From an optimization exercise on the open Yosys and OpenROAD flow, aimed at small area, a short achievable clock period and few clock cycles per item; shortcuts taken in it are not production practice. In this exercise RTL edits were held to simulation tests only and were not proved equivalent to the original. No activity file was given, so power comes from the tool's default toggle rates.

## amber
==> flow/design.v <==
module constrained_multi_queue_dispatcher_top (
   input  logic        clock,
   input  logic        reset,
   input  logic        req_tvalid,
   output logic        req_tready,
   input  logic [23:0] req_tdata,
   input  logic [2:0]  req_tuser,
   output logic        rsp_tvalid,
   input  logic        rsp_tready,
   output logic [23:0] rsp_tdata,
   output logic [2:0]  rsp_tuser,
   input  logic        csr_valid,
   output logic        csr_ready,
   input  logic [2:0]  csr_index,
   input  logic [19:0] csr_data
);
   localparam int NQ   = 4;
   localparam int OWED = 5;           
   localparam int RW   = 21;          
   logic [NQ-1:0]       en;          
   logic [NQ-1:0][19:0] set_ff;
   always_ff @(posedge clock) begin
      if (reset) begin
         en <= 4'b0001;
         for (int q = 0; q < NQ; q++) set_ff[q] <= 20'd19424;
      end else if (csr_valid) begin
         if (csr_index == 3'd0)
            for (int q = 0; q < NQ; q++) en[q] <= (csr_data[2:0] > 3'(q));
         for (int q = 0; q < NQ; q++)
            if (csr_index == 3'(q + 1)) set_ff[q] <= csr_data;
      end
   end
   function automatic logic ult5(input logic [4:0] a, input logic [4:0] b);
      logic [4:0] lt, eq;
      logic       lt_hi, eq_hi, lt_lo;
      lt    = ~a & b;
      eq    = ~(a ^ b);
      lt_hi = lt[4] | (eq[4] & lt[3]);
      eq_hi = eq[4] & eq[3];
      lt_lo = lt[2] | (eq[2] & lt[1]) | (eq[2] & eq[1] & lt[0]);
      ult5  = lt_hi | (eq_hi & lt_lo);
   endfunction
   function automatic logic ult8(input logic [7:0] a, input logic [7:0] b);
      logic lt, eq;
      lt = 1'b0;
      eq = 1'b1;
      for (int i = 7; i >= 0; i--) begin
         lt = lt | (eq & ~a[i] & b[i]);
         eq = eq & ~(a[i] ^ b[i]);
      end
      ult8 = lt;
   endfunction
   assign csr_ready = 1'b1;
   logic       tready_ff;
   logic       acc;
   logic [2:0] owed_ff;
   logic       pop;
   assign req_tready = tready_ff;
   assign acc        = req_tvalid & tready_ff;
   logic [NQ-1:0] zmatch;
   for (genvar q = 0; q < NQ; q++) begin : g_match
      logic       inr, ok;
      logic [1:0] dm;
      assign dm  = set_ff[q][11:10];
      assign inr = ~ult5(req_tdata[20:16], set_ff[q][4:0]) & ~ult5(set_ff[q][9:5], req_tdata[20:16]);
      always_comb begin
         case (dm)
            2'd0:    ok = inr & ~req_tuser[2];
            2'd1:    ok = inr & req_tuser[2];
            2'd2:    ok = inr;
            default: ok = 1'b1;
         endcase
      end
      assign zmatch[q] = en[q] & ok;
   end
   logic          d_sub, d_fet, d_cpl, d_nop;
   logic [NQ-1:0] d_match;
   logic [15:0]   d_tag;
   logic [1:0]    d_qi;
   always_ff @(posedge clock) begin
      if (reset) begin
         d_sub <= 1'b0;
         d_fet <= 1'b0;
         d_cpl <= 1'b0;
         d_nop <= 1'b0;
      end else begin
         d_sub <= acc & (req_tuser[1:0] == 2'd0);
         d_fet <= acc & (req_tuser[1:0] == 2'd1);
         d_cpl <= acc & (req_tuser[1:0] == 2'd2);
         d_nop <= acc & (req_tuser[1:0] == 2'd3);
      end
      d_match <= zmatch;
      d_tag   <= req_tdata[15:0];
      d_qi    <= req_tdata[22:21];
   end
   logic [NQ-1:0][5:0] pend_ff;      
   logic [NQ-1:0][7:0] act_ff;       
   logic [NQ-1:0]      nempty_ff;    
   logic [NQ-1:0]      actnz_ff;     
   logic [NQ-1:0]      canact_ff;    
   logic [NQ-1:0] sub_c, fet_c, sub_sel, fet_sel, inc, dec, adec, cpl_oh;
   logic          sub_hit, fet_hit;
   logic [1:0]    sub_q, fet_q;
   always_comb begin
      for (int q = 0; q < NQ; q++) begin
         sub_c[q] = d_match[q] & ~pend_ff[q][5];
         fet_c[q] = en[q] & nempty_ff[q] & canact_ff[q];
      end
      sub_sel[0] = sub_c[0];
      sub_sel[1] = sub_c[1] & ~sub_c[0];
      sub_sel[2] = sub_c[2] & ~sub_c[1] & ~sub_c[0];
      sub_sel[3] = sub_c[3] & ~sub_c[2] & ~sub_c[1] & ~sub_c[0];
      fet_sel[0] = fet_c[0];
      fet_sel[1] = fet_c[1] & ~fet_c[0];
      fet_sel[2] = fet_c[2] & ~fet_c[1] & ~fet_c[0];
      fet_sel[3] = fet_c[3] & ~fet_c[2] & ~fet_c[1] & ~fet_c[0];
      sub_hit = |sub_c;
      fet_hit = |fet_c;
      sub_q   = {sub_sel[3] | sub_sel[2], sub_sel[3] | sub_sel[1]};
      fet_q   = {fet_sel[3] | fet_sel[2], fet_sel[3] | fet_sel[1]};
      for (int q = 0; q < NQ; q++) begin
         cpl_oh[q] = d_cpl & (d_qi == 2'(q));
         inc[q]    = d_sub & sub_sel[q];
         dec[q]    = d_fet & fet_sel[q];
         adec[q]   = cpl_oh[q] & actnz_ff[q];
      end
   end
   logic [NQ-1:0][7:0] lim_m1;
   always_comb
      for (int q = 0; q < NQ; q++) lim_m1[q] = set_ff[q][19:12] - 8'd1;
   always_ff @(posedge clock) begin
      for (int q = 0; q < NQ; q++) begin
         if (reset) begin
            pend_ff[q]   <= 6'd0;
            act_ff[q]    <= 8'd0;
            nempty_ff[q] <= 1'b0;
            actnz_ff[q]  <= 1'b0;
            canact_ff[q] <= 1'b1;
         end else begin
            if (inc[q]) begin
               pend_ff[q]   <= pend_ff[q] + 6'd1;
               nempty_ff[q] <= 1'b1;
            end else if (dec[q]) begin
               pend_ff[q]   <= pend_ff[q] - 6'd1;
               nempty_ff[q] <= (pend_ff[q] != 6'd1);
            end
            if (dec[q]) begin
               act_ff[q]    <= act_ff[q] + 8'd1;
               actnz_ff[q]  <= 1'b1;
               canact_ff[q] <= (act_ff[q] != lim_m1[q]);
            end else if (adec[q]) begin
               act_ff[q]    <= act_ff[q] - 8'd1;
               actnz_ff[q]  <= (act_ff[q] != 8'd1);
               canact_ff[q] <= ~ult8(set_ff[q][19:12], act_ff[q]);
            end else begin
               canact_ff[q] <= ult8(act_ff[q], set_ff[q][19:12]);
            end
         end
      end
   end
   logic [NQ-1:0][7:0] p_lo;
   logic [NQ-1:0][3:0] p_hi;
   logic [7:0]         wr_lo;
   logic [3:0]         wr_hi;
   for (genvar q = 0; q < NQ; q++) begin : g_p
      for (genvar i = 0; i < 8; i++) begin : g_lo
         assign p_lo[q][i] = (pend_ff[q][2:0] == 3'(i));
      end
      for (genvar i = 0; i < 4; i++) begin : g_hi
         assign p_hi[q][i] = (pend_ff[q][4:3] == 2'(i));
      end
   end
   always_comb begin
      wr_lo = '0;
      wr_hi = '0;
      for (int q = 0; q < NQ; q++) begin
         wr_lo = wr_lo | (p_lo[q] & {8{sub_sel[q]}});
         wr_hi = wr_hi | (p_hi[q] & {4{sub_sel[q]}});
      end
   end
   logic [NQ-1:0] w_qoh;
   logic [3:0]    w_hi;
   logic [7:0]    w_lo;
   logic [15:0]   w_tag;
   always_ff @(posedge clock) begin
      if (reset) begin
         w_qoh <= '0;
      end else begin
         w_qoh <= inc;
      end
      w_hi  <= wr_hi;
      w_lo  <= wr_lo;
      w_tag <= d_tag;
   end
   logic [NQ*32-1:0][15:0] mem_ff;
   for (genvar q = 0; q < NQ; q++) begin : g_wq
      for (genvar h = 0; h < 4; h++) begin : g_wh
         for (genvar l = 0; l < 8; l++) begin : g_wl
            always_ff @(posedge clock) begin
               if (w_qoh[q] && w_hi[h] && w_lo[l]) mem_ff[q*32 + h*8 + l] <= w_tag;
            end
         end
      end
   end
   logic [NQ-1:0][7:0] pm1_lo;
   logic [NQ-1:0][3:0] pm1_hi;
   logic [3:0]         rd_hi;
   for (genvar q = 0; q < NQ; q++) begin : g_pm1
      logic lo0;
      assign lo0 = (pend_ff[q][2:0] == 3'd0);
      for (genvar i = 0; i < 8; i++) begin : g_lo
         assign pm1_lo[q][i] = (pend_ff[q][2:0] == 3'((i + 1) % 8));
      end
      for (genvar i = 0; i < 4; i++) begin : g_hi
         assign pm1_hi[q][i] = lo0 ? (pend_ff[q][4:3] == 2'((i + 1) % 4))
                                   : (pend_ff[q][4:3] == 2'(i));
      end
   end
   always_comb begin
      rd_hi = '0;
      for (int q = 0; q < NQ; q++) rd_hi = rd_hi | (pm1_hi[q] & {4{fet_sel[q]}});
   end
   logic          r_v;
   logic [2:0]    r_st;
   logic [1:0]    r_q;
   logic [NQ-1:0][7:0] r_lo;    
   logic [3:0]         r_hi;
   always_ff @(posedge clock) begin
      if (reset) begin
         r_v <= 1'b0;
      end else begin
         r_v <= d_sub | d_fet | d_cpl | d_nop;
      end
      for (int q = 0; q < NQ; q++) r_lo[q] <= pm1_lo[q] & {8{dec[q]}};
      r_hi  <= rd_hi;
      if (d_sub) begin
         r_st <= sub_hit ? 3'd0 : 3'd1;
         r_q  <= sub_q;
      end else if (d_fet) begin
         r_st <= fet_hit ? 3'd2 : 3'd3;
         r_q  <= fet_q;
      end else if (d_cpl) begin
         r_st <= (|adec) ? 3'd4 : 3'd5;
         r_q  <= d_qi;
      end else begin
         r_st <= 3'd3;
         r_q  <= 2'd0;
      end
   end
   logic [NQ-1:0][15:0] qtag;
   for (genvar q = 0; q < NQ; q++) begin : g_rd
      logic [15:0] grp [4];
      always_comb begin
         qtag[q] = '0;
         for (int h = 0; h < 4; h++) begin
            grp[h] = '0;
            for (int l = 0; l < 8; l++)
               grp[h] = grp[h] | (mem_ff[q*32 + h*8 + l] & {16{r_lo[q][l]}});
            qtag[q] = qtag[q] | (grp[h] & {16{r_hi[h]}});
         end
      end
   end
   logic                res_v;
   logic [2:0]          t_st;
   logic [1:0]          t_q;
   logic [NQ-1:0][15:0] t_qtag;
   logic [RW-1:0]       res;
   always_ff @(posedge clock) begin
      if (reset) begin
         res_v <= 1'b0;
      end else begin
         res_v <= r_v;
      end
      t_st   <= r_st;
      t_q    <= r_q;
      t_qtag <= qtag;
   end
   assign res = {t_st, t_q, t_qtag[0] | t_qtag[1] | t_qtag[2] | t_qtag[3]};
   logic          out_v;
   logic [RW-1:0] out_d;
   logic [RW-1:0] fq_ff [OWED];
   logic [2:0]    fq_wr, fq_rd, fq_wr_p1, fq_rd_p1;
   logic [2:0]    fq_cnt;
   logic [RW-1:0] x0, x1;
   logic          v0, v1;
   assign pop      = out_v & rsp_tready;
   assign fq_wr_p1 = (fq_wr == 3'(OWED - 1)) ? 3'd0 : fq_wr + 3'd1;
   assign fq_rd_p1 = (fq_rd == 3'(OWED - 1)) ? 3'd0 : fq_rd + 3'd1;
   assign x0 = (fq_cnt == 3'd0) ? res : fq_ff[fq_rd];
   assign x1 = (fq_cnt == 3'd1) ? res : fq_ff[fq_rd_p1];
   assign v0 = (fq_cnt != 3'd0) | res_v;
   assign v1 = (fq_cnt > 3'd1) | res_v;
   always_ff @(posedge clock) begin
      if (reset) begin
         out_v  <= 1'b0;
         fq_wr  <= '0;
         fq_rd  <= '0;
         fq_cnt <= '0;
      end else begin
         out_v <= pop ? v1 : v0;
         if (res_v) fq_wr <= fq_wr_p1;
         if (pop)   fq_rd <= fq_rd_p1;
         fq_cnt <= pop ? (res_v ? fq_cnt : fq_cnt - 3'd1)
                       : (res_v ? fq_cnt + 3'd1 : fq_cnt);
      end
      out_d <= pop ? x1 : x0;
   end
   always_ff @(posedge clock) begin
      for (int i = 0; i < OWED; i++)
         if (res_v && fq_wr == 3'(i)) fq_ff[i] <= res;
   end
   assign rsp_tvalid = out_v;
   assign rsp_tuser  = out_d[20:18];
   assign rsp_tdata  = {6'd0, out_d[15:0], out_d[17:16]};
   logic [2:0] owed_p1, owed_m1, owed_nx;
   logic       t_p1, t_0, t_m1;
   assign owed_p1 = owed_ff + 3'd1;
   assign owed_m1 = owed_ff - 3'd1;
   assign t_p1    = (owed_p1 < 3'(OWED));
   assign t_0     = (owed_ff < 3'(OWED));
   assign t_m1    = (owed_m1 < 3'(OWED));
   always_comb begin
      case ({acc, pop})
         2'b10:   owed_nx = owed_p1;
         2'b01:   owed_nx = owed_m1;
         default: owed_nx = owed_ff;
      endcase
   end
   always_ff @(posedge clock) begin
      if (reset) begin
         owed_ff   <= '0;
         tready_ff <= 1'b1;
      end else begin
         owed_ff <= owed_nx;
         case ({acc, pop})
            2'b10:   tready_ff <= t_p1;
            2'b01:   tready_ff <= t_m1;
            default: tready_ff <= t_0;
         endcase
      end
   end
endmodule
make LEC_CHECK=0 CAP_MARGIN=20 CORE_MARGIN=2 CORE_UTILIZATION=75 CTS_CLUSTER_DIAMETER=60 CTS_CLUSTER_SIZE=20 SETUP_SLACK_MARGIN=3.6 SLEW_MARGIN=20 finish   # period 6.0 ns
run.sh (not shown) runs the stock make flow with config.mk's settings and CLKGATE_MAP_FILE= SYNTH_SCRIPT=/design/flow/synth_recipe.tcl, a recipe that flattens the netlist after the stock synthesis.
Testbench counts of amber, summed over its fixed seeds: cycles 22,225, items 20,000.
Here is what was changed in the inputs of xenon compared with amber.
diff --git a/flow/design.v b/flow/design.v
--- a/flow/design.v
+++ b/flow/design.v
@@ -123,13 +123,13 @@
          inc[q]    = d_sub & sub_sel[q];
          dec[q]    = d_fet & fet_sel[q];
          adec[q]   = cpl_oh[q] & actnz_ff[q];
       end
    end
-   logic [NQ-1:0][7:0] lim_m1;
+   logic [NQ-1:0][7:0] act_p1;
    always_comb
-      for (int q = 0; q < NQ; q++) lim_m1[q] = set_ff[q][19:12] - 8'd1;
+      for (int q = 0; q < NQ; q++) act_p1[q] = act_ff[q] + 8'd1;
    always_ff @(posedge clock) begin
       for (int q = 0; q < NQ; q++) begin
          if (reset) begin
             pend_ff[q]   <= 6'd0;
             act_ff[q]    <= 8'd0;
@@ -143,13 +143,13 @@
             end else if (dec[q]) begin
                pend_ff[q]   <= pend_ff[q] - 6'd1;
                nempty_ff[q] <= (pend_ff[q] != 6'd1);
             end
             if (dec[q]) begin
-               act_ff[q]    <= act_ff[q] + 8'd1;
+               act_ff[q]    <= act_p1[q];
                actnz_ff[q]  <= 1'b1;
-               canact_ff[q] <= (act_ff[q] != lim_m1[q]);
+               canact_ff[q] <= (act_p1[q] != set_ff[q][19:12]);
             end else if (adec[q]) begin
                act_ff[q]    <= act_ff[q] - 8'd1;
                actnz_ff[q]  <= (act_ff[q] != 8'd1);
                canact_ff[q] <= ~ult8(set_ff[q][19:12], act_ff[q]);
             end else begin
## What came out
- xenon: flow completed, timing, DRC and antenna clean
- Higher buffering stage count on the worst path with inverters included goes to xenon over amber.
- Compared with amber, xenon shows a higher critical path arrival.
- Compared with amber, xenon shows a higher initial antenna violation count.
- Logic gate share of total power up 0.4 points in xenon wrt amber
- Slowest cell on the critical path = sky130_fd_sc_hd__dfxtp_2: amber; slowest cell on the critical path = sky130_fd_sc_hd__or4_4: xenon
- As far as number of buffers on the longest clock path goes, xenon and amber are indistinguishable; the numbers are identical.
- Final cell count | xenon below amber
- The post-route cell area was comparable across xenon and amber.
- Relative to amber, xenon improves synthesized area.
- ~same total chip power in xenon and amber
- Final period demand of the worst path: xenon vs amber — no meaningful difference
- Ratio of total power to cell area delta for xenon relative to amber: 0.41% higher
- Diff amber -> xenon: count of clock-buffer cells in the layout went up 42; synthesized netlist cell count saw a decrease.
Testbench counts of xenon, summed over its fixed seeds: cycles 22,225, items 20,000.

[separate check: timing with driven ports]
In the flow no input, the clock included, has a driving cell. The finished layouts below were timed again as built, in two steps.
Step 1: set_driving_cell puts a clkbuf_16 on clock and a buf_2 on each other input, an assumption about the parent block.
Step 2 moves the port delays by t, midway between the first and last clock arrival at a register: inputs arrive t later, outputs are due t later. That takes back most of the time a late clock gives input paths.
a / b / c = no drivers / after step 1 / after step 2; a / b = the first two.
run	shift t [ns]	setup WS [ns]	hold WS [ns]	worst setup path at the end	cell pins on the clock port's net
amber	0.896	3.529 / 3.451 / 2.786	0.322 / 0.322 / 0.322	input to register	1
xenon	0.875	3.529 / 3.448 / 2.741	0.308 / 0.308 / 0.308	input to register	1
After both steps every run listed still meets setup and hold. The setup slack of xenon, which loses most, moves by -0.081 ns with the drivers and by -0.788 ns with both steps.
